From an optimization exercise on the open Yosys and OpenROAD flow, aimed at small area, a short achievable clock period and few clock cycles; shortcuts taken in it are not production practice. Where RTL was checked, it was by simulation tests only, not by an equivalence proof against the original. The RTL of runs 1 and 2 was laid out without a check of its function.

## flow/design.v (module list and top-level ports; edited modules follow where they fit)
// module iter_counter: 14 lines
// module jw_control: 16 lines
// module jw_step: 453 lines
// module jw_fa: 10 lines
// module jw_ha: 9 lines
// module pixel_result: 15 lines
// module julia_worker: 146 lines
// module jw_start: 17 lines
// module jw_sure_escape: 17 lines
module julia_worker (
	input  logic               tb_clk,
	input  logic               rst,
	input  logic               start,
	input  logic [19:0]        pixel,   
	input  logic [43:0]        c,       
	input  logic               mc_busy,
	output logic               ready,
	output logic               done,
	output logic [63:0]        result   
);
  // ...
==> flow/run.sh <==
#!/bin/bash
# synth_recipe.tcl (not shown) runs the flow's synth.tcl, then flattens the netlist and writes it again
# the make line also repeats each setting of config.mk as NAME=value (left out here)
make -C /OpenROAD-flow-scripts/flow DESIGN_CONFIG=/design/flow/config.mk WORK_HOME=/design/flow/orfs CLKGATE_MAP_FILE= SYNTH_SCRIPT=/design/flow/synth_recipe.tcl finish
==> flow/config.mk <==
export PLATFORM = sky130hd
export DESIGN_NAME = julia_worker
export DESIGN_NICKNAME = julia_worker
export VERILOG_FILES = /design/flow/design.v
export SDC_FILE = /design/flow/constraint.sdc
export NUM_CORES = 4
export LEC_CHECK = 0
export CAP_MARGIN = 60
export CORE_MARGIN = 2
export CORE_UTILIZATION = 40
export SLEW_MARGIN = 60
export SYNTH_HIERARCHICAL = 1
export SYNTH_MINIMUM_KEEP_SIZE = 0
==> flow/constraint.sdc <==
create_clock -name core_clock -period 14.0 [get_ports {tb_clk}]
set_input_delay 2.8000 -clock core_clock [delete_from_list [all_inputs] [get_ports {tb_clk}]]
set_output_delay 2.8000 -clock core_clock [all_outputs]
set_load 0.01 [all_outputs]
==> run notes, run 1 <==
* Status: finished clean
* Initial Util at 40.3%
* Clk_skew at about 14 ps
* Number of global-route vias before repair at 13800
* Cell Chain, Critical Path: buf_4 -> inv_1 -> nor2_1 -> fa_1 -> fa_1 -> fa_1 -> fa_1 -> fa_1 -> fa_1 -> fa_1 -> ha_1 -> nand4_1 -> or3_1 -> o31a_1 -> o221ai_1 -> a31oi_1 -> xnor2_1 -> a21oi_1 -> o21bai_1
* Clk slew on worst S/H paths at around 70 ps
* Largest family of logic cells by synthesized area: adder cells
* Worst R2R Path Depth at 19
* Multi-input gate area at 13800 um2
* Most frequent cells in the layout: fa_1, xnor2_1, ha_1, inv_1, clkdlybuf4s50_1
* Post-DP Area at just over 20000 um2
* Clk tree area frac at about 2.9%
* # Post-CTS Setup Buffers at 0
* Layout Nets at around 2300
* Crit path capture type: flip-flop
* CP max stage cell: fa_1
* CP Max Fanout at 24
* Commonest non-fill, non-tap cell in the layout: fa_1
* ANT cells at 0
* Post-synthesis simple-gate area fraction at 11.6%
* Via count at 13100
* Layout fillers at 4363
* Post-synthesis adder-cell area fraction at 38.4%
* Fmax achieved at around 160 MHz
* R2R Path Start: xi[11]
==> module julia_worker, before the edit <==
module julia_worker (
	input  logic               tb_clk,
	input  logic               rst,
	input  logic               start,
	input  logic [19:0]        pixel,   
	input  logic [43:0]        c,       
	input  logic               mc_busy,
	output logic               ready,
	output logic               done,
	output logic [63:0]        result   
);
	logic        busy;
	logic        load;
	logic        tree_escaped;
	logic        periodic;
	logic [7:0]  count;
	logic [19:0] pix_q;
	logic [13:0] xr, xi, xr0, xi0;
	logic [1:0]  xr_top, xi_top;    
	logic        ovr, ovi;
	logic [15:0] nre, nim;
	logic [14:0] cre, cim, cre0, cim0;
	logic [27:0] z_seen;
	logic        waiting;     
	logic        w_dec;       
	logic        w_black;     
	logic        esc_q;       
	logic        per_q;       
	logic        res_free;
	logic        sure_esc;
	logic        stop;
	logic        late_stop;   
	logic        step;
	logic        transfer;
	logic [19:0] res_index;
	logic [19:0] pix_index;
	logic [7:0]  res_count;
	logic        res_black;
	jw_sure_escape u_sure (
		.xr       (xr),
		.xi       (xi),
		.ovr      (ovr),
		.ovi      (ovi),
		.sure_esc (sure_esc)
	);
	assign stop = late_stop | sure_esc;
	assign step = busy & ~waiting & ~stop;
	jw_control u_control (
		.rst      (rst),
		.start    (start),
		.mc_busy  (mc_busy),
		.busy     (busy),
		.waiting  (waiting),
		.done     (done),
		.stop     (stop),
		.ready    (ready),
		.load     (load),
		.res_free (res_free)
	);
	iter_counter u_counter (
		.tb_clk   (tb_clk),
		.load     (load),
		.step     (step),
		.count    (count)
	);
	assign transfer = busy & res_free & (waiting | stop);
	always_ff @(posedge tb_clk) begin
		if (rst) begin
			busy    <= 1'b0;
			waiting <= 1'b0;
			done    <= 1'b0;
			esc_q   <= 1'b0;
			per_q   <= 1'b0;
			late_stop <= 1'b0;
		end else begin
			busy    <= load | (busy & ~transfer);
			waiting <= busy & ~load & ~res_free & (waiting | stop);
			done    <= transfer | (done & mc_busy);
			esc_q   <= step & tree_escaped;
			per_q   <= step & periodic;
			late_stop <= step & (tree_escaped | periodic | (count == 8'(MAX_ITER - 1)));
		end
		if (~waiting) begin
			w_dec   <= esc_q;
			w_black <= ~esc_q & (per_q | (count == 8'(MAX_ITER)));
		end
	end
	always_ff @(posedge tb_clk) begin
		if (res_free) begin
			res_index <= pix_index;
			if (waiting) begin
				res_count <= w_dec ? count - 8'd1 : count;
				res_black <= w_black;
			end else begin
				res_count <= esc_q ? count - 8'd1 : count;
				res_black <= ~esc_q & (per_q | (count == 8'(MAX_ITER)));
			end
		end
	end
	jw_start u_start (
		.pixel (pixel),
		.c     (c),
		.xr    (xr0),
		.xi    (xi0),
		.cre   (cre0),
		.cim   (cim0)
	);
	jw_step u_step (
		.xr      (xr),
		.xi      (xi),
		.cre     (cre),
		.cim     (cim),
		.escaped (tree_escaped),
		.nre     (nre),
		.nim     (nim)
	);
	always_ff @(posedge tb_clk) begin
		if (count[3:0] == 4'd0) begin
			z_seen <= {xr, xi};
		end
	end
	assign periodic = (count != 8'd0) & ~ovr & ~ovi & ({xr, xi} == z_seen);
	assign ovr = {xr_top, xr[13]} != {3{xr[13]}};
	assign ovi = {xi_top, xi[13]} != {3{xi[13]}};
	always_ff @(posedge tb_clk) begin
		if (load) begin
			{xr_top, xr} <= {{2{xr0[13]}}, xr0};
			{xi_top, xi} <= {{2{xi0[13]}}, xi0};
		end else begin
			{xr_top, xr} <= nre;
			{xi_top, xi} <= nim;
		end
		if (load) begin
			cre   <= cre0;
			cim   <= cim0;
			pix_q <= pixel;
		end
	end
	assign pix_index = {pix_q[9:0], 9'd0} + {2'd0, pix_q[9:0], 7'd0} + 20'(pix_q[19:10]);
	pixel_result u_result (
		.index  (res_index),
		.count  (res_count),
		.black  (res_black),
		.result (result)
	);
endmodule
==> run 2, diff against run 1 <==
--- a/flow/design.v
+++ b/flow/design.v
@@ -579,11 +579,14 @@
 	logic        w_dec;       
 	logic        w_black;     
 	logic        esc_q;       
+	logic        esc_raw;     
+	logic        stepped;     
 	logic        per_q;       
 	logic        res_free;
 	logic        sure_esc;
 	logic        stop;
 	logic        late_stop;   
+	logic        pstop;       
 	logic        step;
 	logic        transfer;
 	logic [19:0] res_index;
@@ -597,7 +600,9 @@
 		.ovi      (ovi),
 		.sure_esc (sure_esc)
 	);
-	assign stop = late_stop | sure_esc;
+	assign esc_q     = esc_raw & stepped;
+	assign late_stop = esc_q | pstop;
+	assign stop      = late_stop | sure_esc;
 	assign step = busy & ~waiting & ~stop;
 	jw_control u_control (
 		.rst      (rst),
@@ -623,17 +628,18 @@
 			busy    <= 1'b0;
 			waiting <= 1'b0;
 			done    <= 1'b0;
-			esc_q   <= 1'b0;
+			stepped <= 1'b0;
 			per_q   <= 1'b0;
-			late_stop <= 1'b0;
+			pstop   <= 1'b0;
 		end else begin
 			busy    <= load | (busy & ~transfer);
 			waiting <= busy & ~load & ~res_free & (waiting | stop);
 			done    <= transfer | (done & mc_busy);
-			esc_q   <= step & tree_escaped;
+			stepped <= step;
 			per_q   <= step & periodic;
-			late_stop <= step & (tree_escaped | periodic | (count == 8'(MAX_ITER - 1)));
+			pstop   <= step & (periodic | (count == 8'(MAX_ITER - 1)));
 		end
+		esc_raw <= tree_escaped;
 		if (~waiting) begin
 			w_dec   <= esc_q;
 			w_black <= ~esc_q & (per_q | (count == 8'(MAX_ITER)));
==> run 2 against run 1 <==
Effect of this change: non-clock buffer count stayed put; sequential share of layout area up 0.071 points; via count decreased by 0.72%; largest cell class unchanged; register-to-register slack better by 210 ps; global-route usage increased by 0.20 points; first-iteration DRC count decreased by 19%.
==> run notes, run 2 <==
* CP max stage cell: clkdlybuf4s50_1
* HPWL Detailed at roughly 36000 um
* Clk root buf: clkbuf_16
* Most frequent cells in the layout: fa_1, xnor2_1, ha_1, inv_1, clkdlybuf4s50_1
* Commonest non-fill, non-tap cell in the layout: fa_1
* Syn_area_per_cell at about 11 um2
* Clk_skew at 12.5 ps (-1.02 ps)
* Slew Limit Fails at 0
* CTS tree: yes
* Largest net degree at the start of global routing at 51
* CP Max Fanout at 24 (unchanged)
* Slew at the pin closest to its max-slew limit at 577 ps
* Synth Register Bits at 156
* Synth warn at 10
* Final cell count without fillers at about 2500
* Clk slew on worst S/H paths at 70 ps (about the same)
* Most flops, register: z_seen
* Via count at 13000 (-0.72%)
* Tot GR Track Use at 19.9%
* Max reg flops at 28
* Worst-skew pair later-pin latency at 470 ps
* WL final at 47600 um
* H-tree levels at 4
* Grt ovf at 0
* Final TNS setup at 0 ps
* Seq/Total Area, Yosys at 21.9%
* Critical path origin: xr[9]
* Antenna violations before repair at 0
* Primary FF master, synth: edfxtp_1
* Initial Util at 40.4% (+0.13 points)
* Worst-case clock buffer depth at 2
* Post-synthesis async set-or-reset flop share at 0%
* Clock Sinks at between 150 and 200
* Tcrit/Tclk final at 44.5%
* Final instance area at approximately 21000 um2
* Die Span Y at 223 um
* Antenna-violating nets left at 0
* Residual DRC at 0
* Status: finished clean
* Post-synth EDFFs at around 110
* Layout Nets at 2311 (+0.22%)
* Final hold violation count at 0
* Crit path capture type: primary output
* R2R Path Start: xr[1]
* Ratio of cells with drive above 1 in the final layout at approximately 6.2%
* RSZ-0062 raised after global routing: false
* # Post-CTS Setup Buffers at 0 (unchanged)
* Die Wd at 223 um
* CTS Buf Count at 17
* Critical path data arrival time at 3430 ps
* Top Registers: z_seen: 28 flops, pix_q: 20 flops, res_index: 20 flops
* ANT cells at 0 (unchanged)
* CP Class: flip-flop to primary output
* Family with the most delay on the worst path: simple AND/OR/NAND/NOR gates
* Layout fillers at 4468 (+2.4%)
* Post-DR wirelength/cell at approximately 19 um
* MaxCap Viol Count at 0
* 1st-iter DRT viols at 829
* CP Buf/Inv Count at 3
* DRT Pass-1 Iters at 5
* Final setup viols at 0
* Io pins at 134
* Fmax achieved at 161 MHz (+0.73%)
* Top-count cell post-synth: fa_1
* Max transition margin at between 60% and 70%
* Yosys top cell by area: fa_1
* Startpoint types: flip-flop
* Vias/cell at 5.30
* Synth cell count leaders: fa_1, ha_1, xnor2_1, inv_1, edfxtp_1
* Unique masters post-synth at 83
* HP Class: flip-flop to flip-flop
* Post-DP Area at 20600 um2 (+0.33%)
* Critical path's largest stage delay at 480 ps
* Top post-synthesis cells by area: fa_1, edfxtp_1, ha_1, xnor2_1, dfxtp_1
* P&R area growth vs syn at 10.4%
* Row count at 80
* Routability cong. at 0.865
* Number of gates resized after CTS at 0
* Fin crit period at 6230 ps
* # hold bufs at CTS at 0
* IO buf count at 113
* Area share of the largest cell type after synthesis at 29.3%
* Die ar. at ~50000 um2
* Post-Syn Area at 19200 um2
* Cells after DPL at 2419
* Core area at around 48000 um2
* Hold Startpoint: pix_q[11]
* Number of global-route vias before repair at 13500 (-1.8%)
* Critical path required time at 11200 ps
* Cells after Synth at 1798
* First-pass GRT wire length at ~76000 um
* Cell Chain, Critical Path: buf_4 -> buf_12 -> or3_4 -> nor4_2 -> a41oi_1 -> o21ai_1 -> nand4_1 -> or3_1 -> or3b_1 -> nand2_1 -> clkdlybuf4s50_1
run 2: path summary, 6_finish.rpt:
| check | end | slack [ps] | cells after the start |
|---|---|---|---|
| setup / recovery | ready | 7770 | 11 |
| hold / removal | res_index[1] | 420 | 0 |
| setup reg to reg | xi[11] | 7930 | 19 |
| hold reg to reg | res_index[1] | 420 | 0 |
run 2: routing by layer:
layer | share of wire [%] | vias to the layer above | global-route usage [%] | routed length [um]
li1 | - | 6049 | - | -
met1 | 44 | 6531 | 27.0 | 21100
met2 | 48 | 337 | 32.7 | 22900
met3 | 4.4 | 65 | 2.92 | 2110
met4 | 3.0 | 0 | 6.91 | 1400
met5 | 0 | - | 0 | 0
run 2: modules after synthesis (local to each module, per instance):
module / cells / copies in the design / flip-flops and latches
jw_ha: 1 / 34 / 0
julia_worker: 368 / 1 / 148
jw_step: 879 / 1 / 0
jw_fa: 1 / 275 / 0
iter_counter: 37 / 1 / 8
jw_sure_escape: 39 / 1 / 0
pixel_result: 67 / 1 / 0
jw_control: 5 / 1 / 0
jw_start: 94 / 1 / 0
run 2: worst reg2reg max path, stage by stage (launching register included):
cell,delay [ps]
dfxtp_1,310
buf_4,440
ha_1,600
a22oi_1,200
xnor2_1,190
fa_1,580
fa_1,430
fa_1,440
ha_1,310
nand2_1,60
o31a_1,250
fa_1,420
fa_1,410
nand2b_1,180
a21oi_1,190
a211oi_2,90
o21ai_0,290
a31oi_1,140
xnor2_1,140
mux2_1,270
run 2: cell type report:
type | instances | area [um2] | area share [%]
Multi-Input combinational cell | 1383 | 13800 | 65.1
Sequential cell | 156 | 4210 | 19.8
Timing Repair Buffer | 150 | 1440 | 6.78
Tap cell | 615 | 769 | 3.62
Clock buffer | 19 | 433 | 2.04
Inverter | 115 | 432 | 2.03
Clock inverter | 13 | 135 | 0.637
run 2: per-stage QoR:
stage / worst slack, ps / util, % / hold WS (ps)
5_1_grt: 7620 / 44.6 / 430
3_3_place_gp: 8010 / 43.2 / 402
3_5_place_dp: 8000 / 43.4 / 405
6_report: 7770 / 44.6 / 419
2_1_floorplan: 8290 / - / 400
4_1_cts: 7730 / 44.6 / 421
run 2: cells by family (layout without fill, tap and decap cells):
group	after synthesis	count (layout)	synth area share, %
adder cells (fa/ha/maj)	420	420	38.3
multiplexers	27	27	1.58
AO/OA/AOI/OAI	296	296	10.5
other	3	26	0.0586
XOR/XNOR	191	191	8.70
flip-flops	156	156	21.9
buffers and inverters	282	297	7.08
AND/OR/NAND/NOR	423	423	11.9
==> module jw_control, before the edit <==
module jw_control (
	input  logic rst,
	input  logic start,
	input  logic mc_busy,
	input  logic busy,
	input  logic waiting,
	input  logic done,
	input  logic stop,
	output logic ready,
	output logic load,
	output logic res_free
);
	assign ready    = ~busy | (stop & ~waiting & ~done);
	assign load     = ready & start & ~rst;
	assign res_free = ~done | ~mc_busy;
endmodule
==> module jw_sure_escape, before the edit <==
module jw_sure_escape (
	input  logic [13:0] xr,
	input  logic [13:0] xi,
	input  logic        ovr,
	input  logic        ovi,
	output logic        sure_esc
);
	logic [12:0] mr, mi;
	logic        big_r, big_i, mid_r, mid_i;
	assign mr = xr[12:0] ^ {13{xr[13]}};
	assign mi = xi[12:0] ^ {13{xi[13]}};
	assign big_r = mr[12] & (|mr[11:0]);
	assign big_i = mi[12] & (|mi[11:0]);
	assign mid_r = mr[12] | (mr[11] & (mr[10] | (mr[9] & mr[8] & mr[7])));
	assign mid_i = mi[12] | (mi[11] & (mi[10] | (mi[9] & mi[8] & mi[7])));
	assign sure_esc = ovr | ovi | big_r | big_i | (mid_r & mid_i);
endmodule
==> run 3, diff against run 2 <==
--- a/flow/design.v
+++ b/flow/design.v
@@ -49,14 +49,14 @@
 	input  logic start,
 	input  logic mc_busy,
 	input  logic busy,
-	input  logic waiting,
 	input  logic done,
+	input  logic may_take,    
 	input  logic stop,
 	output logic ready,
 	output logic load,
 	output logic res_free
 );
-	assign ready    = ~busy | (stop & ~waiting & ~done);
+	assign ready    = ~busy | (stop & may_take);
 	assign load     = ready & start & ~rst;
 	assign res_free = ~done | ~mc_busy;
 endmodule
@@ -587,6 +587,7 @@
 	logic        stop;
 	logic        late_stop;   
 	logic        pstop;       
+	logic        may_take;    
 	logic        step;
 	logic        transfer;
 	logic [19:0] res_index;
@@ -609,8 +610,8 @@
 		.start    (start),
 		.mc_busy  (mc_busy),
 		.busy     (busy),
-		.waiting  (waiting),
 		.done     (done),
+		.may_take (may_take),
 		.stop     (stop),
 		.ready    (ready),
 		.load     (load),
@@ -629,12 +630,15 @@
 			waiting <= 1'b0;
 			done    <= 1'b0;
 			stepped <= 1'b0;
+			may_take <= 1'b0;
 			per_q   <= 1'b0;
 			pstop   <= 1'b0;
 		end else begin
 			busy    <= load | (busy & ~transfer);
 			waiting <= busy & ~load & ~res_free & (waiting | stop);
 			done    <= transfer | (done & mc_busy);
+			may_take <= (load | (busy & ~transfer)) & ~(busy & ~load & ~res_free & (waiting | stop))
+			            & ~(transfer | (done & mc_busy));
 			stepped <= step;
 			per_q   <= step & periodic;
 			pstop   <= step & (periodic | (count == 8'(MAX_ITER - 1)));
@@ -728,13 +732,11 @@
 	input  logic        ovi,
 	output logic        sure_esc
 );
-	logic [12:0] mr, mi;
-	logic        big_r, big_i, mid_r, mid_i;
-	assign mr = xr[12:0] ^ {13{xr[13]}};
-	assign mi = xi[12:0] ^ {13{xi[13]}};
-	assign big_r = mr[12] & (|mr[11:0]);
-	assign big_i = mi[12] & (|mi[11:0]);
-	assign mid_r = mr[12] | (mr[11] & (mr[10] | (mr[9] & mr[8] & mr[7])));
-	assign mid_i = mi[12] | (mi[11] & (mi[10] | (mi[9] & mi[8] & mi[7])));
-	assign sure_esc = ovr | ovi | big_r | big_i | (mid_r & mid_i);
+	logic [12:8] mr, mi;
+	logic        big_r, big_i;
+	assign mr = xr[12:8] ^ {5{xr[13]}};
+	assign mi = xi[12:8] ^ {5{xi[13]}};
+	assign big_r = mr[12] & (|mr[11:8]);
+	assign big_i = mi[12] & (|mi[11:8]);
+	assign sure_esc = ovr | ovi | big_r | big_i;
 endmodule
--- a/flow/config.mk
+++ b/flow/config.mk
@@ -5,9 +5,9 @@
 export SDC_FILE = /design/flow/constraint.sdc
 export NUM_CORES = 4
 export LEC_CHECK = 0
-export CAP_MARGIN = 60
+export CAP_MARGIN = 50
 export CORE_MARGIN = 2
 export CORE_UTILIZATION = 40
-export SLEW_MARGIN = 60
+export SLEW_MARGIN = 50
 export SYNTH_HIERARCHICAL = 1
 export SYNTH_MINIMUM_KEEP_SIZE = 0
==> run 3 against run 2 <==
Effect of this change: flip-flop and latch count grew 1; critical endpoint is now xi[11]; non-clock buffer count shrank 2; via count shrank 0.79%; global-route usage shrank 0.16 points; core utilization grew 0.18 points; clock-buffer cell count grew 1; cell area shrank 1.3%; maximum frequency grew 0.89%; sequential share of layout area grew 0.34 points; synthesized area shrank 0.96%; critical path depth grew 8.
==> run notes, run 3 <==
* Status: finished clean
* Slew at the pin closest to its max-slew limit at 678 ps (+100 ps)
* Setup WS pre-CTS at 7880 ps (-127 ps)
* DRT Pass-1 Iters at 7 (+2)
* Critical path required time at 14360 ps (+3160 ps)
* WHS at 419 ps (+0.140 ps)
* Clock Sinks at 157 (+0.64%)
* Primary FF master, synth: edfxtp_1
* ANT cells at 0 (unchanged)
* Crit path capture type: flip-flop
* Tcrit/Tclk final at 44.1% (-0.39 points)
* Post-DP Area at 20400 um2 (-1.2%)
* Grt ovf at 0 (unchanged)
* Clk slew on worst S/H paths at 70 ps (about the same)
* Synth Register Bits at 157 (+0.64%)
* H-tree levels at 4 (unchanged)
* Critical path data arrival time at 6530 ps (+3100 ps)
* Via count at 12900 (-0.79%)
* Post-DR wirelength/cell at 19.5 um (+0.42%)
* Top post-synthesis cells by area: fa_1, edfxtp_1, ha_1, xnor2_1, dfxtp_1
* Io pins at 134 (unchanged)
* Max transition margin at 54.7% (-6.6 points)
* Antenna violations before repair at 0 (unchanged)
* Max reg flops at 28 (unchanged)
* MaxCap Viol Count at 0 (unchanged)
* Synth cell count leaders: fa_1, xnor2_1, ha_1, inv_1, edfxtp_1
* Vias/cell at 5.32 (+0.52%)
* Initial Util at 40.7% (+0.29 points)
* CP Max Fanout at 42 (+75%)
* Fmax achieved at 162 MHz (+0.89%)
* IO buf count at 113 (unchanged)
* Row count at 79 (-1.3%)
* Clk_skew at 12.6 ps (+0.0389 ps)
* Fin crit period at 6170 ps (-55.1 ps)
* Area share of the largest cell type after synthesis at 29.5% (+0.28 points)
* Slew Limit Fails at 0 (unchanged)
* HPWL Detailed at 36000 um (+0.19%)
* Most flops, register: z_seen
* # hold bufs at CTS at 0 (unchanged)
* 1st-iter DRT viols at 866 (+4.5%)
* Core area at 46800 um2 (-1.7%)
* Residual DRC at 0 (unchanged)
* Final cell count without fillers at 2419 (-1.3%)
* First-pass GRT wire length at 75200 um (-1.4%)
* Yosys top cell by area: fa_1
* Layout Nets at 2287 (-1.0%)
* CTS Buf Count at 17 (unchanged)
* Post-synthesis async set-or-reset flop share at 0% (unchanged)
* RSZ-0062 raised after global routing: false
* Ratio of cells with drive above 1 in the final layout at 6.51% (+0.30 points)
* # Post-CTS Setup Buffers at 0 (unchanged)
* Cells after Synth at 1774 (-1.3%)
* Final hold violation count at 0 (unchanged)
* Final setup viols at 0 (unchanged)
* P&R area growth vs syn at 10.1%
* Worst-case clock buffer depth at 2 (unchanged)
* CTS tree: yes
* Die ar. at 49400 um2 (-0.94%)
* CP Class: flip-flop to flip-flop
* Unique masters post-synth at 80 (-3.6%)
* Die Span Y at 222 um (-0.47%)
* Die Wd at 222 um (-0.47%)
* Clk root buf: clkbuf_16
* Tot GR Track Use at 19.8% (-0.16 points)
* Synth warn at 10 (unchanged)
* Syn_area_per_cell at 10.7 um2 (+0.38%)
* Top-count cell post-synth: fa_1
* Number of global-route vias before repair at 13600 (+0.29%)
* Routability cong. at 0.917 (+6.0%)
* Final Worst Setup Slack at 7830 ps (+55.1 ps)
* Final instance area at 21000 um2 (-1.3%)
* Hold Path Cell Cnt at 0 (unchanged)
* Post-Syn Area at 19000 um2 (-0.96%)
* Utilization after layout at 44.8% (+0.18 points)
* Top Registers: z_seen: 28 flops, pix_q: 20 flops, res_index: 20 flops
* Number of gates resized after CTS at 0 (unchanged)
* Final TNS setup at 0 ps (unchanged)
* Worst R2R Path Depth at 19 (unchanged)
* Startpoint types: flip-flop
* WL final at 47100 um (-0.89%)
* Seq/Total Area, Yosys at 22.2% (+0.32 points)
* Commonest non-fill, non-tap cell in the layout: fa_1
* Post-synth EDFFs at 108 (unchanged)
* HP Class: flip-flop to flip-flop
* Cells after DPL at 2387 (-1.3%)
* Most frequent cells in the layout: fa_1, xnor2_1, ha_1, inv_1, clkdlybuf4s50_1
* Worst-skew pair later-pin latency at 470 ps (about the same)
* Antenna-violating nets left at 0 (unchanged)
* Largest net degree at the start of global routing at 55 (+7.8%)
## run 3: cell count changes after synthesis, moves of 3 or more
cell / change
a41oi_1: -3
and3_1: -4
mux2_1: -19
mux2_2: +19
nand2_1: +4
nand3b_1: +3
nor2_1: -5
nor4_1: -9
o21ai_0: +6
o21ai_1: -6
or3_4: -3
xnor2_1: +24
xor2_1: -25
## run 3: metal layers
layer | share of wire (%) | global-route usage (%) | up-vias | routed length [um]
li1 | - | - | 5940 | -
met1 | 44 | 25.9 | 6473 | 20600
met2 | 48 | 32.6 | 395 | 22700
met3 | 4.9 | 3.39 | 71 | 2310
met4 | 3.2 | 7.85 | 0 | 1500
met5 | 0 | 0 | - | 0
## run 3: area by class of cell
cell class,count,area [um2]
Fill cell,4394,25800
Multi-Input combinational cell,1358,13600
Sequential cell,157,4230
Timing Repair Buffer,148,1400
Tap cell,607,759
Clock buffer,20,457
Inverter,117,439
Clock inverter,12,103
## run 3: final timing paths
kind / slack, ps / startpoint / to
setup / recovery: 7830 / xr[1] / xi[11]
hold / removal: 420 / pix_q[15] / res_index[5]
setup reg to reg: 7830 / xr[1] / xi[11]
hold reg to reg: 420 / pix_q[15] / res_index[5]
## run 3: modules after synthesis (local to each module, per instance), excerpt
module / copies in the design / cell area [um2] / cells inside / flops+latches
jw_step: 1 / 5730 / 879 / 0
jw_start: 1 / 709 / 94 / 0
pixel_result: 1 / 474 / 67 / 0
iter_counter: 1 / 339 / 37 / 8
jw_sure_escape: 1 / 66.3 / 10 / 0
jw_control: 1 / 26.3 / 5 / 0
## run 3: cell families after synthesis
group / count (synthesis) / synth area share (%)
adder cells (fa/ha/maj): 420 / 38.7
AND/OR/NAND/NOR: 405 / 11.2
AO/OA/AOI/OAI: 290 / 10.4
buffers and inverters: 282 / 7.13
XOR/XNOR: 190 / 8.74
flip-flops: 157 / 22.2
multiplexers: 27 / 1.59
other: 3 / 0.0591
## run 3: worst max-delay path: stages (launching register included)
cell and delay (ps):
dfxtp_1 310, buf_4 460, ha_1 600, a22oi_1 210, xnor2_1 280, fa_1 460
fa_1 510, fa_1 420, ha_1 310, nand2_1 50, o31a_1 270, fa_1 420
fa_1 420, nand2b_1 190, a21oi_1 200, a211oi_2 90, o21ai_0 300, a31oi_1 160
xnor2_1 150, mux2_2 250
Testbench counts of run 3, summed over its fixed seeds: cycles 102,903.
==> run 4, diff against run 3 <==
==> flow/config.mk (replaced) <==
export PLATFORM = sky130hd
export DESIGN_NAME = julia_worker
export DESIGN_NICKNAME = julia_worker
export VERILOG_FILES = /design/flow/design.v
export SDC_FILE = /design/flow/constraint.sdc
export NUM_CORES = 4
export LEC_CHECK = 0
export CAP_MARGIN = 60
export CORE_MARGIN = 2
export CORE_UTILIZATION = 45
export SLEW_MARGIN = 60
export SYNTH_HIERARCHICAL = 1
export SYNTH_MINIMUM_KEEP_SIZE = 0
==> run 4 against run 3 <==
Effect of this change: cell count decreased by 2.7%; maximum frequency increased by 1.4%; synthesized area unchanged; register-to-register slack improved by 90 ps; clock-buffer cell count increased by 3.
==> run notes, run 4 <==
* Final TNS setup at 0 ps (unchanged)
* Post-synth EDFFs at 108 (unchanged)
* Post-DR wirelength/cell at 20.2 um (+3.7%)
* Synth Register Bits at 157 (unchanged)
* Fmax achieved at 164 MHz (+1.4%)
* Routability cong. at 0.879 (-4.2%)
* R2R Path Start: xr[3]
* Primary FF master, synth: edfxtp_1
* Critical path origin: xr[13]
* Initial Util at 45.5% (+4.8 points)
* RR Endpoint: xi[11]
* Largest family of logic cells by synthesized area: adder cells
* Yosys top cell by area: fa_1
* Max transition margin at 61.3% (+6.6 points)
* Worst-skew pair later-pin latency at 470 ps (about the same)
* Register area at 4230 um2 (+0.18%)
* Die Wd at 210 um (-5.6%)
* Clk root buf: clkbuf_16
* Row count at 75 (-5.1%)
* Commonest non-fill, non-tap cell in the layout: fa_1
* Top Registers: z_seen: 28 flops, pix_q: 20 flops, res_index: 20 flops
* Number of global-route vias before repair at 13500 (-0.52%)
* CP endpoint: ready
* Clock Sinks at 157 (unchanged)
* Worst R2R Path Depth at 20 (+1)
* ANT cells at 0 (unchanged)
* Top-count cell post-synth: fa_1
* Largest net degree at the start of global routing at 59 (+7.3%)
* Worst R2R Setup Slack at 7920 ps (+90 ps)
* Post-synthesis xor/xnor area fraction at 8.74% (unchanged)
* Die ar. at 44000 um2 (-11%)
* Highest routed layer: met5
* Clk_skew at 17.4 ps (+4.80 ps)
* Startpoint types: flip-flop
* Critical path data arrival time at 3290 ps (-3240 ps)
* Met3 routed WL at 2520 um (+9.1%)
* Post-synthesis async set-or-reset flop share at 0% (unchanged)
* HP Class: flip-flop to flip-flop
* Post-synthesis mux area share at 1.59% (unchanged)
* Number of gates resized after CTS at 0 (unchanged)
* Clk slew on worst S/H paths at 70 ps (about the same)
* Slew at the pin closest to its max-slew limit at 580 ps (-97.2 ps)
* 1st-iter DRT viols at 942 (+8.8%)
* Residual DRC at 0 (unchanged)
* Unique masters post-synth at 80 (unchanged)
* Final hold violation count at 0 (unchanged)
* Antenna violations before repair at 1 (+1)
* IO buf count at 113 (unchanged)
* Layout Nets at 2289 (+0.087%)
* Via count at 13000 (+0.90%)
* Critical path required time at 11200 ps (-3160 ps)
* HPWL Detailed at 35500 um (-1.4%)
* P&R area growth vs syn at 10.2% (about the same)
* Antenna-violating nets left at 0 (unchanged)
* CP Class: flip-flop to primary output
* MaxCap Viol Count at 0 (unchanged)
* CTS tree: yes
* Top post-synthesis cells by area: fa_1, edfxtp_1, ha_1, xnor2_1, dfxtp_1
* Fin crit period at 6090 ps (-87.4 ps)
* RSZ-0062 raised after global routing: false
* Most frequent cells in the layout: fa_1, xnor2_1, ha_1, inv_1, clkdlybuf4s50_1
* Grt ovf at 0 (unchanged)
* CP Max Fanout at 37 (-12%)
* Ratio of cells with drive above 1 in the final layout at 6.95% (+0.43 points)
* Synth cell count leaders: fa_1, xnor2_1, ha_1, inv_1, edfxtp_1
* H-tree levels at 4 (unchanged)
* Status: finished clean
* Area share of the largest cell type after synthesis at 29.5% (unchanged)
* Layout fillers at 3783 (-14%)
* Synth warn at 10 (unchanged)
* Die Span Y at 210 um (-5.6%)
* WL final at 47500 um (+0.85%)
* Tcrit/Tclk final at 43.5% (-0.62 points)
* DRT Pass-1 Iters at 5 (-2)
* Met1 WL at 20700 um (+0.26%)
* Cells after Synth at 1774 (unchanged)
* Syn_area_per_cell at 10.7 um2 (unchanged)
* CTS Buf Count at 17 (unchanged)
* Crit path capture type: primary output
* # hold bufs at CTS at 0 (unchanged)
* Slew Limit Fails at 0 (unchanged)
* Seq/Total Area, Yosys at 22.2% (unchanged)
* Synth Area in Compound Gates at 10.4% (unchanged)
* Worst-case clock buffer depth at 2 (unchanged)
* Post-synthesis adder-cell area fraction at 38.7% (unchanged)
* Max reg flops at 28 (unchanged)
* Io pins at 134 (unchanged)
* Vias/cell at 5.52 (+3.7%)
* Core area at 41900 um2 (-10%)
* Final setup viols at 0 (unchanged)
* Multi-input gate area at 13600 um2 (about the same)
* Post-Syn Area at 19000 um2 (unchanged)
* Met2 wire len at 23100 um (+1.8%)
* First-pass GRT wire length at 75600 um (+0.54%)
* Most flops, register: z_seen
* Post-synthesis simple-gate area fraction at 11.2% (unchanged)
* # Post-CTS Setup Buffers at 0 (unchanged)
* Tot GR Track Use at 22.6% (+2.8 points)
[run 4: cell counts after synthesis]
No cell type changed its count.
[run 4: layer usage]
metal / vias up / GRT usage [%]
li1: 5949 / -
met1: 6611 / 30.7
met2: 370 / 37.4
met3: 63 / 3.13
met4: 2 / 7.26
met5: - / 0
[run 4: metrics by stage]
stage                     area (um2)  utilization [%]  instances  hold WS, ps  setup slack, ps
after detailed placement       20400             48.6       2321          406             7930
final                          21000             50.1       2353          414             7910
after CTS                      21000             50.1       2353          418             7870
after floorplan                19100                -       1797          400             8270
after global placement         20300             48.5       2320          401             7700
after global routing           21000             50.1       2353          429             7580
[run 4: logic make-up after synthesis]
logic type      count (synthesis)
buf+inv                       282
fa+ha+maj                     420
other cells                     3
simple gates                  405
xor+xnor                      190
compound gates                290
flops                         157
mux                            27
[run 4: worst max-delay path, cell delays in order (launching register included)]
cell and delay [ps]:
dfxtp_2 320, buf_6 350, and3_1 230, nor2_1 120, a311oi_1 300, nand4_1 320
or3_1 470, nand2_1 140, nand2_1 80, clkdlybuf4s50_1 490
[run 4: area by class of cell]
type / count / area share [%]
multi-input combinational: 1358 / 64.8
sequential: 157 / 20.2
timing repair buffer: 150 / 6.88
tap: 539 / 3.22
clock buffer: 23 / 2.43
inverter: 117 / 2.09
clock inverter: 9 / 0.424
[run 4: Yosys stat by module (local to each module, per instance)]
module	cell area, um2	cells	copies in the design	flops+latches
jw_control	26.3	5	1	0
julia_worker	5770	373	1	149
jw_step	5730	879	1	0
jw_ha	12.5	1	34	0
jw_start	709	94	1	0
jw_sure_escape	66.3	10	1	0
pixel_result	474	67	1	0
iter_counter	339	37	1	8
jw_fa	20.0	1	275	0
[run 4: worst min path at each step]
stage,from,endpoint,slack [ps],cells after the start
5_1_grt,pix_q[14],res_index[4],430,0
3_3_place_gp,pix_q[15],res_index[5],400,0
4_1_cts,pix_q[14],res_index[4],420,0
6_report,pix_q[13],res_index[3],410,0
3_5_place_dp,pix_q[14],res_index[4],410,0
2_1_floorplan,pix_q[10],res_index[0],400,0
==> run 5, diff against run 4 <==
--- a/flow/config.mk
+++ b/flow/config.mk
@@ -7,7 +7,7 @@
 export LEC_CHECK = 0
 export CAP_MARGIN = 60
 export CORE_MARGIN = 2
-export CORE_UTILIZATION = 45
+export CORE_UTILIZATION = 35
 export SLEW_MARGIN = 60
 export SYNTH_HIERARCHICAL = 1
 export SYNTH_MINIMUM_KEEP_SIZE = 0
==> run 5 against run 4 <==
Effect of this change: clock-buffer cell count shrank 5; critical path type is now flip-flop to flip-flop; worst setup slack gained 48 ps; synthesized cell count is the same.
==> run notes, run 5 <==
* Synth Register Bits at 157 (unchanged)
* Top-count cell post-synth: fa_1
* Row count at 85 (+13%)
* Max transition margin at 60.9% (-0.43 points)
* IO buf count at 113 (unchanged)
* Top post-synthesis cells by area: fa_1, edfxtp_1, ha_1, xnor2_1, dfxtp_1
* Tcrit/Tclk final at 43.1% (-0.34 points)
* Primary FF master, synth: edfxtp_1
* Max reg flops at 28 (unchanged)
* Via count at 12900 (-0.68%)
* Final TNS setup at 0 ps (unchanged)
* Critical path data arrival time at 6400 ps (+3110 ps)
* Post-synthesis async set-or-reset flop share at 0% (unchanged)
* Seq/Total Area, Yosys at 22.2% (unchanged)
* Worst-skew pair later-pin latency at 480 ps (about the same)
* Area share of the largest cell type after synthesis at 29.5% (unchanged)
* CTS Buf Count at 17 (unchanged)
* Layout Nets at 2290 (+0.044%)
* Final cell count without fillers at 2511 (+6.7%)
* Status: finished clean
* Post-synth EDFFs at 108 (unchanged)
* Routability cong. at 0.877 (-0.18%)
* Worst R2R Setup Slack at 7960 ps (+40 ps)
* Post-Syn Area at 19000 um2 (unchanged)
* Cells after DPL at 2479 (+6.8%)
* WHS at 420 ps (+5.46 ps)
* CP Class: flip-flop to flip-flop
* HPWL Detailed at 36600 um (+2.9%)
* Initial Util at 35.4% (-10 points)
* Startpoint types: flip-flop
* Most flops, register: z_seen
* Worst-case clock buffer depth at 2 (unchanged)
* Ratio of cells with drive above 1 in the final layout at 6.89% (-0.059 points)
* Yosys top cell by area: fa_1
* Slew Limit Fails at 0 (unchanged)
* Most frequent cells in the layout: fa_1, xnor2_1, ha_1, inv_1, clkdlybuf4s50_1
* Tot GR Track Use at 17.5% (-5.0 points)
* Largest net degree at the start of global routing at 55 (-6.8%)
* First-pass GRT wire length at 75500 um (-0.23%)
* WL final at 48100 um (+1.1%)
* CP Max Fanout at 42 (+14%)
* Cells after Synth at 1774 (unchanged)
* MaxCap Viol Count at 0 (unchanged)
* Grt ovf at 0 (unchanged)
* Antenna violations before repair at 0 (-1)
* # Post-CTS Setup Buffers at 0 (unchanged)
* Die Span Y at 237 um (+13%)
* CTS tree: yes
* Die Wd at 237 um (+13%)
* RSZ-0062 raised after global routing: false
* P&R area growth vs syn at 11.4%
* Die ar. at 56300 um2 (+28%)
* Slew at the pin closest to its max-slew limit at 587 ps (+6.40 ps)
* Vias/cell at 5.14 (-6.9%)
* Fmax achieved at 166 MHz (+0.80%)
* Crit path capture type: flip-flop
* Syn_area_per_cell at 10.7 um2 (unchanged)
* Final hold violation count at 0 (unchanged)
* Layout fillers at 5210 (+38%)
* Antenna-violating nets left at 0 (unchanged)
* Top Registers: z_seen: 28 flops, pix_q: 20 flops, res_index: 20 flops
* Unique masters post-synth at 80 (unchanged)
* HP Class: flip-flop to flip-flop
* Clk slew on worst S/H paths at 70 ps (about the same)
* Critical path required time at 14360 ps (+3160 ps)
* ANT cells at 0 (unchanged)
* Final setup viols at 0 (unchanged)
* Fin crit period at 6040 ps (-48.3 ps)
* Clock Sinks at 157 (unchanged)
* Io pins at 134 (unchanged)
* Number of global-route vias before repair at 13300 (-1.7%)
* Commonest non-fill, non-tap cell in the layout: fa_1
* Synth cell count leaders: fa_1, xnor2_1, ha_1, inv_1, edfxtp_1
* Post-DR wirelength/cell at 19.1 um (-5.2%)
* # hold bufs at CTS at 0 (unchanged)
* Number of gates resized after CTS at 0 (unchanged)
* DRT Pass-1 Iters at 5 (unchanged)
* H-tree levels at 4 (unchanged)
* Clk_skew at 23.0 ps (+5.61 ps)
* Clk root buf: clkbuf_16
* 1st-iter DRT viols at 900 (-4.5%)
* Core area at 53800 um2 (+29%)
* Synth warn at 10 (unchanged)
* Residual DRC at 0 (unchanged)
-- run 5: changes by cell type in the layout (fill, tap and decap cells not counted), moves of 2 or more --
cell       delta
dfxtp_1       +4
clkbuf_8      -3
dfxtp_2       -3
clkbuf_16     -2
bufinv_16     +3
inv_6         +2
buf_4         +2
-- run 5: metrics by stage --
step                      worst slack, ps  utilization, %  area (um2)
after global routing                 7630            39.4       21200
final                                7960            39.4       21200
after floorplan                      8270               -       19100
after global placement               8050            38.1       20500
after CTS                            8020            39.4       21200
after detailed placement             8020            38.2       20600
-- run 5: worst max-delay path, cell delays in order (launching register included) --
cell      delay (ps)
dfxtp_1          310
buf_4            440
ha_1             550
a22oi_1          190
xnor2_1          280
fa_1             460
fa_1             520
fa_1             410
ha_1             310
nand2_1           60
o31a_1           250
fa_1             420
fa_1             420
nand2b_1         180
a21oi_1          180
a211oi_2          90
o21ai_0          310
a31oi_1          150
xnor2_1          140
mux2_2           250
-- run 5: kinds of logic (layout without fill, tap and decap cells) --
family | Yosys count | after routing | synth area share [%]
adder cells (fa/ha/maj) | 420 | 420 | 38.7
AND/OR/NAND/NOR | 405 | 405 | 11.2
AO/OA/AOI/OAI | 290 | 290 | 10.4
buffers and inverters | 282 | 300 | 7.13
XOR/XNOR | 190 | 190 | 8.74
flip-flops | 157 | 157 | 22.2
multiplexers | 27 | 27 | 1.59
other | 3 | 26 | 0.0591
-- run 5: layer usage --
metal | share of wire [%] | track usage [%] | vias to the layer above
met2 | 50 | 30.0 | 353
met4 | 2.5 | 6.71 | 0
met3 | 4.6 | 2.38 | 53
li1 | - | - | 5945
met5 | 0 | 0 | -
met1 | 43 | 22.5 | 6555
-- run 5: final timing paths --
| path | start | end | cells past startpoint |
|---|---|---|---|
| setup / recovery | xr[1] | xi[11] | 19 |
| hold / removal | pix_q[15] | res_index[5] | 0 |
| setup reg to reg | xr[1] | xi[11] | 19 |
| hold reg to reg | pix_q[15] | res_index[5] | 0 |
-- run 5: modules after synthesis, one instance, submodules excluded --
module,area (um2),cells inside,flip-flops and latches
jw_fa,20.0,1,0
jw_step,5730,879,0
julia_worker,5770,373,149
jw_ha,12.5,1,0
jw_control,26.3,5,0
jw_start,709,94,0
iter_counter,339,37,8
pixel_result,474,67,0
jw_sure_escape,66.3,10,0
-- run 5: layout make-up --
class / instances / area, um2 / area share (%)
multi-input combinational: 1358 / 13600 / 64.1
sequential: 157 / 4230 / 19.9
timing repair buffer: 151 / 1450 / 6.85
tap: 696 / 871 / 4.10
inverter: 117 / 439 / 2.07
clock buffer: 18 / 429 / 2.02
clock inverter: 14 / 199 / 0.938
==> run 6, diff against run 5 <==
--- a/flow/config.mk
+++ b/flow/config.mk
@@ -7,7 +7,7 @@
 export LEC_CHECK = 0
 export CAP_MARGIN = 60
 export CORE_MARGIN = 2
-export CORE_UTILIZATION = 35
+export CORE_UTILIZATION = 40
 export SLEW_MARGIN = 60
 export SYNTH_HIERARCHICAL = 1
 export SYNTH_MINIMUM_KEEP_SIZE = 0
==> run 6 against run 5 <==
Effect of this change: critical path type unchanged; highest routed layer unchanged; still clean on timing, DRC and antenna; clock-buffer cell count stayed put; via count is 0.70% lower.
==> run notes, run 6 <==
* Crit path capture type: flip-flop
* Post-synthesis async set-or-reset flop share at 0% (unchanged)
* Final hold violation count at 0 (unchanged)
* HPWL Detailed at 36100 um (-1.4%)
* Post-DP Area at 20400 um2 (-0.77%)
* Die Wd at 222 um (-6.4%)
* Ratio of cells with drive above 1 in the final layout at 6.90% (+0.011 points)
* Via count at 12800 (-0.70%)
* Worst-skew pair later-pin latency at 470 ps (about the same)
* Number of gates resized after CTS at 0 (unchanged)
* Slew Limit Fails at 0 (unchanged)
* Final Worst Setup Slack at 7960 ps (+1.84 ps)
* CP Max Fanout at 20 (-52%)
* Clk_skew at 11.0 ps (-12.0 ps)
* Final setup viols at 0 (unchanged)
* Area share of the largest cell type after synthesis at 29.5% (unchanged)
* Residual DRC at 0 (unchanged)
* CP Class: flip-flop to flip-flop
* Routability cong. at 0.917 (+4.6%)
* Post-Syn Area at 19000 um2 (unchanged)
* Most flops, register: z_seen
* Utilization after layout at 45.0% (+5.6 points)
* Tot GR Track Use at 19.8% (+2.3 points)
* Layout fillers at 4377 (-16%)
* Layout Nets at 2287 (-0.13%)
* Synth Register Bits at 157 (unchanged)
* Unique masters post-synth at 80 (unchanged)
* Cells after Synth at 1774 (unchanged)
* Final cell count without fillers at 2419 (-3.7%)
* Synth warn at 10 (unchanged)
* Fin crit period at 6040 ps (-1.84 ps)
* CTS Buf Count at 17 (unchanged)
* First-pass GRT wire length at 75700 um (+0.27%)
* DRT Pass-1 Iters at 6 (+1)
* WL final at 47300 um (-1.6%)
* Hold Startpoint: pix_q[16]
* 1st-iter DRT viols at 908 (+0.89%)
* Critical path origin: xi[10]
* Syn_area_per_cell at 10.7 um2 (unchanged)
* Startpoint types: flip-flop
* ANT cells at 0 (unchanged)
* HP Class: flip-flop to flip-flop
* Commonest non-fill, non-tap cell in the layout: fa_1
* Number of global-route vias before repair at 13500 (+2.2%)
* Grt ovf at 0 (unchanged)
* Die ar. at 49400 um2 (-12%)
* Synth cell count leaders: fa_1, xnor2_1, ha_1, inv_1, edfxtp_1
* Post-DR wirelength/cell at 19.6 um (+2.2%)
* Io pins at 134 (unchanged)
* Worst-case clock buffer depth at 2 (unchanged)
* Final instance area at 21000 um2 (-0.89%)
* Critical path required time at 14350 ps (about the same)
* P&R area growth vs syn at 10.5%
* Antenna violations before repair at 0 (unchanged)
* Antenna-violating nets left at 0 (unchanged)
* Max reg flops at 28 (unchanged)
* Core area at 46800 um2 (-13%)
* Yosys top cell by area: fa_1
* Setup WS pre-CTS at 7970 ps (-50.4 ps)
* Clk root buf: clkbuf_16
* Critical path data arrival time at 6390 ps (about the same)
* Tcrit/Tclk final at 43.1% (about the same)
* R2R Path Start: xi[10]
* MaxCap Viol Count at 0 (unchanged)
* Top post-synthesis cells by area: fa_1, edfxtp_1, ha_1, xnor2_1, dfxtp_1
* Status: finished clean
* Clock Sinks at 157 (unchanged)
* WHS at 421 ps (+1.20 ps)
* Largest net degree at the start of global routing at 55 (unchanged)
* IO buf count at 113 (unchanged)
* # Post-CTS Setup Buffers at 0 (unchanged)
* RSZ-0062 raised after global routing: false
* # hold bufs at CTS at 0 (unchanged)
* Row count at 79 (-7.1%)
* Post-synth EDFFs at 108 (unchanged)
* Top-count cell post-synth: fa_1
* Final TNS setup at 0 ps (unchanged)
* Fmax achieved at 166 MHz (about the same)
* CTS tree: yes
* Primary FF master, synth: edfxtp_1
* Cells after DPL at 2387 (-3.7%)
* Vias/cell at 5.30 (+3.1%)
* Max transition margin at 62.8% (+1.9 points)
* Most frequent cells in the layout: fa_1, xnor2_1, ha_1, inv_1, clkdlybuf4s50_1
* Clk slew on worst S/H paths at 80 ps (about the same)
* Die Span Y at 222 um (-6.4%)
* Top Registers: z_seen: 28 flops, pix_q: 20 flops, res_index: 20 flops
* H-tree levels at 4 (unchanged)
* Seq/Total Area, Yosys at 22.2% (unchanged)
* Slew at the pin closest to its max-slew limit at 559 ps (-28.3 ps)
* Initial Util at 40.7% (+5.3 points)
-- run 6: cell type report --
| class | count | area, um2 | area share (%) |
|---|---|---|---|
| multi-input combinational | 1358 | 13600 | 64.7 |
| sequential | 157 | 4230 | 20.1 |
| timing repair buffer | 148 | 1420 | 6.75 |
| tap | 607 | 759 | 3.61 |
| clock buffer | 18 | 439 | 2.09 |
| inverter | 117 | 439 | 2.09 |
| clock inverter | 14 | 130 | 0.619 |
-- run 6: modules after synthesis, one instance, submodules excluded --
module	flip-flops and latches	area, um2	cells inside
iter_counter	8	339	37
julia_worker	149	5770	373
jw_control	0	26.3	5
jw_fa	0	20.0	1
jw_ha	0	12.5	1
jw_start	0	709	94
jw_step	0	5730	879
jw_sure_escape	0	66.3	10
pixel_result	0	474	67
-- run 6: path summary, 6_finish.rpt --
| check | slack [ps] | depth (start not counted) | to |
|---|---|---|---|
| worst max-delay path | 7960 | 18 | xr[9] |
| worst min-delay path | 420 | 0 | res_index[6] |
| worst max register to register | 7960 | 18 | xr[9] |
| worst min register to register | 420 | 0 | res_index[6] |
-- run 6: cells by family after synthesis --
logic type / Yosys count / synth area share, %
compound gates: 290 / 10.4
xor+xnor: 190 / 8.74
fa+ha+maj: 420 / 38.7
buf+inv: 282 / 7.13
flops: 157 / 22.2
mux: 27 / 1.59
other cells: 3 / 0.0591
simple gates: 405 / 11.2
-- run 6: critical path, stage by stage (launching register included) --
cell and delay (ps):
dfxtp_1 330, buf_4 230, inv_1 320, nor2_1 130
fa_1 480, fa_1 440, fa_1 440, fa_1 590
inv_1 80, fa_1 520, fa_1 410, ha_1 360
nand2_1 80, or3b_1 420, a31oi_1 410, o21a_1 160
nor2_1 50, xnor2_1 160, mux2_2 320
-- run 6: metal layers --
layer	vias to the layer above	part of all wire, %	global-route usage [%]
met2	394	49	33.1
met4	0	2.5	6.87
met3	57	4.9	3.17
met1	6435	44	26.2
met5	-	0	0
li1	5930	-	-

-- separate check: timing with driven ports --
The flow's constraints put no driver on any port. The routed layouts listed below were extracted and timed again, unchanged, in two steps. Step 1 assumes that a clkbuf_16 drives the clock port and a buf_2 every other input. Step 2 adds t to the input delays and takes it off the output delays; t is the mean of the earliest and latest rising clock arrival at the registers after step 1. Input paths then give back, and output paths get back, about the clock's delay inside the block. Three values: no drivers, after step 1, after step 2; two values: the first two.
run | t, ns | slack for setup (ns) | worst register clock-pin slew, ns
run 1 | 0.516 | 7.725 / 7.725 / 7.725 | 0.08 / 0.08
run 2 | 0.514 | 7.771 / 7.718 / 7.931 | 0.08 / 0.08
run 3 | 0.516 | 7.826 / 7.801 / 7.826 | 0.08 / 0.08
run 4 | 0.516 | 7.913 / 7.861 / 7.923 | 0.08 / 0.08
run 5 | 0.526 | 7.961 / 7.961 / 7.961 | 0.09 / 0.09
run 6 | 0.514 | 7.963 / 7.963 / 7.963 | 0.08 / 0.08
After both steps every run listed still meets setup and hold.
